From an optimization exercise on the open Yosys and OpenROAD flow, aimed at small area, a short achievable clock period and few clock cycles; shortcuts taken in it are not production practice. RTL that was checked went through simulation tests only; none was proved equivalent to the original.

Design sha_accel_top, start of the top module:
module sha_accel_top
(
    input  logic        clk,
    input  logic        areset,
    input  logic        csr_read,
    input  logic        csr_write,
    input  logic [3:0]  csr_address,
    input  logic [31:0] csr_writedata,
    output logic [31:0] csr_readdata,
    output logic        csr_waitrequest
);
Size in the first run: roughly 73 I/O pins.
==> flow/config.mk <==
export PLATFORM = sky130hd
export DESIGN_NAME = sha_accel_top
export DESIGN_NICKNAME = sha_accel_top
export VERILOG_FILES = /design/flow/design.v
export SDC_FILE = /design/flow/constraint.sdc
export NUM_CORES = 4
export LEC_CHECK = 0
export CAP_MARGIN = 20
export CORE_MARGIN = 2
export CORE_UTILIZATION = 40
export SETUP_SLACK_MARGIN = 4.5
export SLEW_MARGIN = 20
==> flow/constraint.sdc <==
create_clock -name core_clock -period 10.0 [get_ports {clk}]
set_input_delay 2.0000 -clock core_clock [delete_from_list [all_inputs] [get_ports {clk}]]
set_output_delay 2.0000 -clock core_clock [all_outputs]
set_load 0.01 [all_outputs]
run.sh (not shown) runs the stock make flow with config.mk's settings and CLKGATE_MAP_FILE= SYNTH_SCRIPT=/design/flow/synth_recipe.tcl, a recipe that flattens the netlist after the stock synthesis.
Edit:
- SETUP_SLACK_MARGIN: 4.5 -> default
- final area is lower by 1.6%
- cell count is lower by 0.87%
- fmax is lower by 18%
- via count is lower by 0.58%
- setup slack degrades by 1.3 ns
- clock skew stays flat
- non-clock buffer count is lower by 63
- flip-flop and latch count is unchanged
- die area is unchanged
- synthesized cell count stays the same
No functional check of the RTL was part of any run of this note.


run E:
sha_accel_top, a different RTL version from the one above (not shown whole).
For scale: ~0.069 sq mm of cells after synthesis.
make LEC_CHECK=0 CAP_MARGIN=20 CORE_MARGIN=2 CORE_UTILIZATION=60 SETUP_SLACK_MARGIN=5 SLEW_MARGIN=20 finish   # period 10.0 ns
Testbench counts of run E, summed over its fixed seeds: cycles 27,660.
Changes in run R relative to run E:
Settings: swapping 60 for 40 in CORE_UTILIZATION.
### Flow results
- Run R: flow completed, timing, DRC and antenna clean
- Re fraction of final layout cells sized beyond drive strength 1: run R is 0.62 points down on run E.
- Run R vs run E, pin count of the biggest net entering global routing went down by 39.
- Run E → run R: minimum setup slack in the final design moved up; clock distribution area overhead in the final layout moved down; total track usage moved down; total number of H-tree levels level; layout filler cell count moved up.
- Number of buffers added by the clock tree synthesis step: run E and run R compared, higher one is run R
- Run R: largest stage delay on the critical path 0.05 ns above run E
- Run R — fmax 1.1% higher, run E as reference


Setup of the reference run:
Another version of the RTL of sha_accel_top (not shown whole).
Size: ~1200 flip-flops, about 70000 µm² of cells after synthesis.
Settings: LEC_CHECK=0, CAP_MARGIN=20, CORE_MARGIN=2, CORE_UTILIZATION=40, SETUP_SLACK_MARGIN=5, SLEW_MARGIN=20; clock period 10.0 ns.
Testbench counts of the reference run, summed over its fixed seeds: cycles 27,557.
The following lists how the trial run was set up differently from the reference run:
diff --git a/flow/config.mk b/flow/config.mk
--- a/flow/config.mk
+++ b/flow/config.mk
@@ -6,4 +6,5 @@
 export NUM_CORES = 4
 export LEC_CHECK = 0
+export ABC_CLOCK_PERIOD_IN_PS = 5000
 export CAP_MARGIN = 20
 export CORE_MARGIN = 2
Findings:
The trial run reached the end of the flow, and the finished layout is clean on the timing, design-rule and antenna checks.
[compare] base=the reference run new=the trial run: arrival time at the worst endpoint ~0 delta.
The trial run and the reference run ended up with nearly the same highest cell delay on the worst timing path.
[compare] base=the reference run new=the trial run: area of all placed cells without fillers held, total placed instance area held, detailed-routed wire length on met2 held, global-route usage held.


sha_accel_top, a different RTL version from the one above (not shown whole).
Size: roughly 1200 flip-flops, about 73 I/O pins.
// sha_accel_top
module sha_accel_top
(
    input  logic        clk,
    input  logic        areset,
    input  logic        csr_read,
    input  logic        csr_write,
    input  logic [3:0]  csr_address,
    input  logic [31:0] csr_writedata,
    output logic [31:0] csr_readdata,
    output logic        csr_waitrequest
);
    logic         start;
    logic         data_go;
    logic         data_ready;
    logic [25:0]  len_blocks;
    logic         done_status;
    logic         done_next;
    logic [31:0]  digest0_next;
    logic [255:0] digest;
    logic         step_go;
    logic [5:0]   step_t;
    logic         use_pad;
    logic [31:0]  pad_word;
    logic         round_go;
    logic         chain;
    logic         fin;
    csr_regs u_csr (
        .clk             (clk),
        .areset          (areset),
        .csr_read        (csr_read),
        .csr_write       (csr_write),
        .csr_address     (csr_address),
        .csr_writedata   (csr_writedata),
        .data_ready      (data_ready),
        .done_status     (done_status),
        .done_next       (done_next),
        .digest0_new     (fin),
        .digest0_next    (digest0_next),
        .digest          (digest),
        .start           (start),
        .data_go         (data_go),
        .len_blocks      (len_blocks),
        .csr_readdata    (csr_readdata),
        .csr_waitrequest (csr_waitrequest)
    );
    block_assembler u_asm (
        .clk         (clk),
        .areset      (areset),
        .start       (start),
        .data_go     (data_go),
        .len_blocks  (len_blocks),
        .data_ready  (data_ready),
        .step_go     (step_go),
        .step_t      (step_t),
        .use_pad     (use_pad),
        .pad_word    (pad_word),
  ...
Settings: LEC_CHECK=0, CAP_MARGIN=20, CORE_MARGIN=2, CORE_UTILIZATION=40, CTS_CLUSTER_DIAMETER=70, CTS_CLUSTER_SIZE=24, SETUP_SLACK_MARGIN=5, SLEW_MARGIN=20; clock period 10.0 ns.
The first run produced a clean layout.
Testbench counts at the start, summed over its fixed seeds: cycles 27,660.
Rerun with:
- CTS_CLUSTER_DIAMETER: 70 -> 80
- CTS_CLUSTER_SIZE: 24 -> 30
Via count is lower by 0.37%.
Clock-buffer cell count is lower by 15.
Flip-flop and latch count does not change.
Utilization is lower by 0.20 points.
Setup slack loses 20 ps.
Clock skew is lower by 30 ps.


Another version of the RTL of sha_accel_top (not shown whole).
For scale: ~4900 cells after synthesis, about 1200 flip-flops, ~73 I/O pins, roughly 0.063 sq mm of cells after synthesis.
Settings: LEC_CHECK=0, CAP_MARGIN=20, CORE_MARGIN=2, CORE_UTILIZATION=40, CTS_CLUSTER_DIAMETER=70, CTS_CLUSTER_SIZE=24, PLACE_DENSITY=0.75, SETUP_SLACK_MARGIN=5, SLEW_MARGIN=20; clock period 10.0 ns.
Testbench counts at the start, summed over its fixed seeds: cycles 27,660.
Then changed:
Settings changed: PLACE_DENSITY 0.75 to unset, TNS_END_PERCENT set to 20.
Result: Die area is unchanged; cell count barely changes; design area is about the same; sequential share of layout area decreases by 0.11 points; first-iteration DRC count decreases by about 17%; register-to-register slack improved by 0.11 ns; clock skew stays flat; worst setup slack improved by 0.11 ns.
Then changed:
Settings changed: CORE_UTILIZATION 40 to 50, PLACE_DENSITY set to 0.7, TNS_END_PERCENT 20 to unset.
What happened: Final area came out lower by 0.31%. Maximum frequency came out higher by 0.54%. Count of clock-buffer cells in the layout came out higher by 1. Setup slack gains 0.027 ns. Synthesized cell count stays the same.
Then changed:
Settings changed: CORE_UTILIZATION 50 to 40, PLACE_DENSITY 0.7 to unset.
The changed run finished clean.
Wire length came out higher by 4.5%.
Clock-buffer cell count went down by 1.
Non-clock buffer count climbs by 21.
Core utilization went down by 11 points.


v12:
sha_accel_top, a different RTL version from the one above (not shown whole).
For scale: roughly 5500 cells after synthesis, about 1200 flip-flops, about 73 I/O pins, roughly 66000 um2 of cells after synthesis.
Settings: LEC_CHECK=0, CAP_MARGIN=20, CORE_MARGIN=2, CORE_UTILIZATION=40, CTS_CLUSTER_DIAMETER=80, CTS_CLUSTER_SIZE=30, SETUP_SLACK_MARGIN=5, SLEW_MARGIN=20; clock period 10.0 ns.
Testbench counts of v12, summed over its fixed seeds: cycles 27,660.
The following lists how v29 was set up differently from v12:
-- flow/config.mk --
<<< v12, line 11
export CTS_CLUSTER_DIAMETER = 80
export CTS_CLUSTER_SIZE = 30
>>> v29, line 11
Notes after the runs:
v29 vs v12 — non-clock buffer total of the final layout climbed by a few percent. Compared with v12, v29 shows final cell area excluding filler cells that has gone up by a few percent. Final cell utilization of the core: v29 > v12. The share of final layout cell area taken by non-clock buffers on v29 is in line with that on v12.

afterwards: timing with drivers on the ports:
In the flow no input, the clock included, has a driving cell. The finished layouts below were timed again as built, in two steps. Step 1 (the two cells are an assumption about what drives the block):
set clk [get_ports {clk}]
set_driving_cell -lib_cell sky130_fd_sc_hd__clkbuf_16 $clk
set_driving_cell -lib_cell sky130_fd_sc_hd__buf_2 [delete_from_list [all_inputs] $clk]
Step 2 times the ports against the registers' clock, not the clock port: input delays grow and output delays shrink by t, the midpoint of the rising clock arrivals with the driver on. Slacks: ideal ports / drivers / drivers and shift; pairs: ideal ports / drivers.
run	t (ns)	slack for setup (ns)	worst register clock-pin slew, ns
the first run of note 1	0.861	4.429 / 4.196 / 3.745	0.08 / 0.08
the second run of note 1	0.879	3.179 / 3.179 / 2.834	0.07 / 0.07
run E	0.846	4.518 / 4.518 / 4.379	0.07 / 0.07
run R	0.849	4.579 / 4.579 / 4.364	0.07 / 0.07
the reference run	0.886	4.829 / 4.829 / 4.091	0.08 / 0.08
the trial run	0.886	4.829 / 4.829 / 4.091	0.08 / 0.08
the first run of note 4	0.810	5.003 / 5.003 / 4.315	0.10 / 0.10
the second run of note 4	0.778	4.983 / 4.983 / 4.500	0.12 / 0.12
the first run of note 5	0.796	4.735 / 4.735 / 4.735	0.10 / 0.10
the second run of note 5	0.787	4.843 / 4.804 / 4.843	0.10 / 0.10
the third run of note 5	0.793	4.870 / 4.870 / 4.870	0.10 / 0.10
the fourth run of note 5	0.787	4.878 / 4.794 / 4.732	0.10 / 0.10
v12	0.789	5.013 / 5.013 / 4.437	0.11 / 0.11
v29	0.853	5.046 / 5.046 / 4.396	0.07 / 0.07
After both steps setup and hold are still met in every run listed.
